Context: an optimization exercise on an open-source flow, tuned for small area, a short achievable clock period and few clock cycles. The choices shown serve that exercise and are no tape-out recipe.
At most, simulation tests tie the RTL to the original design; equivalence was not proved.
No activity file was given, so power comes from the tool's default toggle rates.

==> flow/design.v (excerpt) <==
module square_multiply_modexp_trace #(
    parameter int unsigned EXP_WIDTH = 32,
    parameter int unsigned MOD_WIDTH = 32
) (
    input  logic         i_clk,
    input  logic         i_rst_n,
    input  logic         s_axis_tvalid,
    output logic         s_axis_tready,
    input  logic [95:0]  s_axis_tdata,
    output logic         m_axis_tvalid,
    input  logic         m_axis_tready,
    output logic [71:0]  m_axis_tdata,
    output logic         m_axis_tuser,
    output logic         m_axis_tlast
);
Size: about 1400 cells after synthesis, ~180 I/O pins, roughly 0.014 mm^2 of cells after synthesis.
==> module square_multiply_modexp_trace, before the edit <==
module square_multiply_modexp_trace #(
    parameter int unsigned EXP_WIDTH = 32,
    parameter int unsigned MOD_WIDTH = 32
) (
    input  logic         i_clk,
    input  logic         i_rst_n,
    input  logic         s_axis_tvalid,
    output logic         s_axis_tready,
    input  logic [95:0]  s_axis_tdata,
    output logic         m_axis_tvalid,
    input  logic         m_axis_tready,
    output logic [71:0]  m_axis_tdata,
    output logic         m_axis_tuser,
    output logic         m_axis_tlast
);
    logic q_idle, q_red, q_sqr, q_mul;
    logic [31:0] r_m;      
    logic        r_mz;     
    logic [31:0] r_e;      
    logic [31:0] r_b;      
    logic [31:0] r_acc;    
    logic [31:0] r_sq;     
    logic [4:0]  r_cnt;    
    logic        r_first;  
    logic        r_bz0;    
    logic [4:0]  r_pos;    
    logic [4:0]  r_row;
    logic        r_valid, r_bit, r_last, r_user;
    logic        r_sr, r_ar, r_ya, r_ys, r_bi;
    logic        r_srcb;   
    logic [31:0] w_r, w_y, w_res;
    assign w_r = ({32{r_sr}} & r_sq) | ({32{r_ar}} & r_acc);
    assign w_y = ({32{r_ya}} & r_acc) | ({32{r_ys}} & r_sq);
    smme_step u_step (
        .i_r(w_r), .i_b(r_bi), .i_y(w_y), .i_m(r_m), .i_mz(r_mz),
        .o_r(w_res)
    );
    logic [31:0] w_src;
    logic [4:0]  w_lead, w_next;
    logic        w_last, w_xn, w_mskip, w_jump;
    assign w_mskip = q_sqr && r_srcb;
    assign w_src = r_srcb ? r_b : r_acc;           
    always_comb begin
        w_lead = 5'd0;
        for (int k = 1; k < 32; k++)
            if (w_src[k]) w_lead = 5'(k);
    end
    assign w_last = r_first ? (w_src[31:1] == 31'd0 || (q_red && r_bz0))
                            : (r_cnt == 5'd0);
    assign w_jump = w_mskip && w_lead != 5'd0;
    assign w_next = (r_first || w_mskip ? w_lead : r_cnt) - 5'd1;
    assign w_xn   = w_src[w_next];
    logic w_op, w_hold, w_run, w_end, w_empty, w_tomul, w_emit, w_done, w_gosq, w_skip;
    assign w_op    = q_red | q_sqr | q_mul;
    assign w_hold  = r_valid && !m_axis_tready;    
    assign w_run   = w_op && !w_hold && !(q_red && w_last && !r_e[31] && r_pos != 5'd0);
    assign w_end   = w_run && w_last;
    assign w_empty = q_red && !r_e[31];            
    assign w_tomul = q_sqr && r_e[31];
    assign w_emit  = w_end && !w_tomul;            
    assign w_done  = w_emit && (w_empty || r_pos == 5'd0);   
    assign w_gosq  = w_emit && !w_done;
    assign w_skip  = q_red && !r_e[31] && r_pos != 5'd0;
    always_ff @(posedge i_clk) begin
        if (q_idle) begin
            r_m   <= s_axis_tdata[95:64];
            r_mz  <= (s_axis_tdata[95:64] == 32'd0);
            r_e   <= s_axis_tdata[63:32];
            r_b   <= s_axis_tdata[31:0];
            r_bz0 <= (s_axis_tdata[31:0] == 32'd0) || (s_axis_tdata[63:32] == 32'd0);
            r_first <= 1'b1;
            r_pos <= 5'd31;
            r_srcb <= 1'b1;
            r_sr <= 1'b0;
            r_ar <= 1'b0;
            r_ya <= 1'b0;
            r_ys <= 1'b0;
            r_bi <= (s_axis_tdata[31:0] != 32'd0) && (s_axis_tdata[63:32] != 32'd0);
        end else begin
            if (w_skip || w_gosq) begin
                r_e   <= {r_e[30:0], 1'b0};
                r_pos <= r_pos - 5'd1;
            end
            if (q_sqr && r_first && r_row == 5'd0) r_b <= r_acc;
            if (w_run) begin
                r_first <= w_end && !w_jump;
                r_cnt   <= w_next;
                if (w_end)
                    r_srcb <= w_tomul;
                else
                    r_srcb <= !q_sqr || (w_next == 5'd0 && r_e[31]);
                if (w_jump) begin
                    r_sr <= 1'b0;
                    r_ar <= 1'b1;
                    r_ya <= 1'b0;
                    r_ys <= w_xn;
                    r_bi <= 1'b0;
                end else if (w_end) begin
                    r_sr <= 1'b0;
                    r_ar <= 1'b0;
                    r_ya <= w_gosq;
                    r_ys <= w_tomul;
                    r_bi <= 1'b0;
                end else begin
                    r_sr <= q_sqr;
                    r_ar <= !q_sqr;
                    r_ya <= w_xn && q_sqr;
                    r_ys <= w_xn && q_mul;
                    r_bi <= w_xn && q_red;
                end
            end
        end
        if (w_run) begin
            if (q_sqr) begin
                r_sq <= w_res;
                if (w_end) r_acc <= w_res;
            end else begin
                r_acc <= w_res;
            end
        end
        if (w_emit) begin
            r_bit  <= !w_empty && (q_red || q_mul);
            r_row  <= q_red ? 5'd0 : r_row + 5'd1;
            r_last <= w_done;
            r_user <= w_empty;
        end
        if (!i_rst_n) begin
            q_idle  <= 1'b1;
            q_red   <= 1'b0;
            q_sqr   <= 1'b0;
            q_mul   <= 1'b0;
            r_valid <= 1'b0;
        end else begin
            r_valid <= w_emit || w_hold;
            if (q_idle && s_axis_tvalid) begin
                q_idle <= 1'b0;
                q_red  <= 1'b1;
            end
            if (w_end) begin
                q_red  <= 1'b0;
                q_sqr  <= w_gosq;
                q_mul  <= w_tomul;
                q_idle <= w_done;
            end
        end
    end
    assign s_axis_tready = q_idle;
    assign m_axis_tvalid = r_valid;
    assign m_axis_tdata  = {2'b00, r_row, r_acc,
                            (r_row == 5'd0) ? {31'd0, !r_user} : r_sq, r_bit};
    assign m_axis_tuser  = r_user;
    assign m_axis_tlast  = r_last;
endmodule
clock: 11.0 ns
lec_check: 0
cap_margin: 20
core_margin: 2
core_utilization: 40
setup_slack_margin: 5
slew_margin: 20
standard.sh (not shown) runs the stock make flow with config.mk's settings and CLKGATE_MAP_FILE= SYNTH_SCRIPT=/design/flow/synth_recipe.tcl, a recipe that flattens the netlist after the stock synthesis.
==> flow/flow/run.sh <==
#!/bin/bash
# Layout flow: the standard layout (standard.sh, ORFS from synthesis to
# finish, unchanged synthesis), except that every input and output port gets
# a sky130_fd_sc_hd__buf_1 as its port buffer instead of the default cell that
# buffer_ports picks. The full output goes to standard.log in the work folder;
# ORFS keeps each step's own log under orfs/logs.
set -euo pipefail
bash standard.sh "BUFFER_PORTS_ARGS=-buffer_cell sky130_fd_sc_hd__buf_1" finish > standard.log 2>&1
Testbench counts at the start, summed over its fixed seeds: cycles 105,102.
Then changed:
--- a/flow/design.v
+++ b/flow/design.v
@@ -103,14 +103,14 @@
     logic q_idle, q_red, q_sqr, q_mul;
     logic [31:0] r_m;      
     logic        r_mz;     
-    logic [31:0] r_e;      
+    logic [32:0] r_e;      
+    logic        r_ez;     
     logic [31:0] r_b;      
     logic [31:0] r_acc;    
     logic [31:0] r_sq;     
     logic [4:0]  r_cnt;    
     logic        r_first;  
     logic        r_bz0;    
-    logic [4:0]  r_pos;    
     logic [4:0]  r_row;
     logic        r_valid, r_bit, r_last, r_user;
     logic        r_sr, r_ar, r_ya, r_ys, r_bi;
@@ -138,25 +138,28 @@
     assign w_next = (r_first || w_mskip ? w_lead : r_cnt) - 5'd1;
     assign w_xn   = w_src[w_next];
     logic w_op, w_hold, w_run, w_end, w_empty, w_tomul, w_emit, w_done, w_gosq, w_skip;
+    logic w_ebit, w_elast;
+    assign w_ebit  = r_e[32];                      
+    assign w_elast = (r_e[31:0] == 32'h8000_0000);   
     assign w_op    = q_red | q_sqr | q_mul;
     assign w_hold  = r_valid && !m_axis_tready;    
-    assign w_run   = w_op && !w_hold && !(q_red && w_last && !r_e[31] && r_pos != 5'd0);
+    assign w_run   = w_op && !w_hold && !(q_red && w_last && !w_ebit && !r_ez);
     assign w_end   = w_run && w_last;
-    assign w_empty = q_red && !r_e[31];            
-    assign w_tomul = q_sqr && r_e[31];
+    assign w_empty = q_red && r_ez;                
+    assign w_tomul = q_sqr && w_ebit;
     assign w_emit  = w_end && !w_tomul;            
-    assign w_done  = w_emit && (w_empty || r_pos == 5'd0);   
+    assign w_done  = w_emit && (w_empty || w_elast);   
     assign w_gosq  = w_emit && !w_done;
-    assign w_skip  = q_red && !r_e[31] && r_pos != 5'd0;
+    assign w_skip  = q_red && !w_ebit && !r_ez;
     always_ff @(posedge i_clk) begin
         if (q_idle) begin
             r_m   <= s_axis_tdata[95:64];
             r_mz  <= (s_axis_tdata[95:64] == 32'd0);
-            r_e   <= s_axis_tdata[63:32];
+            r_e   <= {s_axis_tdata[63:32], 1'b1};
+            r_ez  <= (s_axis_tdata[63:32] == 32'd0);
             r_b   <= s_axis_tdata[31:0];
             r_bz0 <= (s_axis_tdata[31:0] == 32'd0) || (s_axis_tdata[63:32] == 32'd0);
             r_first <= 1'b1;
-            r_pos <= 5'd31;
             r_srcb <= 1'b1;
             r_sr <= 1'b0;
             r_ar <= 1'b0;
@@ -164,10 +167,7 @@
             r_ys <= 1'b0;
             r_bi <= (s_axis_tdata[31:0] != 32'd0) && (s_axis_tdata[63:32] != 32'd0);
         end else begin
-            if (w_skip || w_gosq) begin
-                r_e   <= {r_e[30:0], 1'b0};
-                r_pos <= r_pos - 5'd1;
-            end
+            if (w_skip || w_gosq) r_e <= {r_e[31:0], 1'b0};
             if (q_sqr && r_first && r_row == 5'd0) r_b <= r_acc;
             if (w_run) begin
                 r_first <= w_end && !w_jump;
@@ -175,7 +175,7 @@
                 if (w_end)
                     r_srcb <= w_tomul;
                 else
-                    r_srcb <= !q_sqr || (w_next == 5'd0 && r_e[31]);
+                    r_srcb <= !q_sqr || (w_next == 5'd0 && w_ebit);
                 if (w_jump) begin
                     r_sr <= 1'b0;
                     r_ar <= 1'b1;
Outcome: The changed run ran to the end with no violations; wire length rose by 0.59%; maximum frequency hardly moves; total power fell by 4.9%; combinational power fell by 24%; clock skew stays flat; utilization rose by 0.47 points; cell count rose by 2.2%; hold slack loses 0.016 ns; critical path depth fell by 2; non-clock buffer count rose by 2; die area fell by 0.39%; sequential power fell by about 2%.
Only the layout flow was run in the second run of this note; the RTL was not checked for function there.

-- separate check: timing with driven ports --
How much do the figures lean on ideal ports? The routed layouts below were timed once more, with nothing changed but the port constraints. Step 1 (the two cells are an assumption about what drives the block):
set clk [get_ports {i_clk}]
set_driving_cell -lib_cell sky130_fd_sc_hd__clkbuf_16 $clk
set_driving_cell -lib_cell sky130_fd_sc_hd__buf_2 [delete_from_list [all_inputs] $clk]
Step 2 moves the port delays by t, midway between the first and last clock arrival at a register: inputs arrive t later, outputs are due t later. That takes back most of the time a late clock gives input paths. a / b / c = ideal / step 1 / step 2; a / b = the first two.
run | t, ns | slack for setup (ns) | latest minus earliest clock arrival (ns) | cell pins on the clock port's net
the first run | 0.507 | 5.229 / 5.229 / 5.229 | 0.015 / 0.016 | 1
the second run | 0.504 | 5.230 / 5.230 / 5.230 | 0.016 / 0.016 | 1
After both steps every run listed still meets setup and hold.
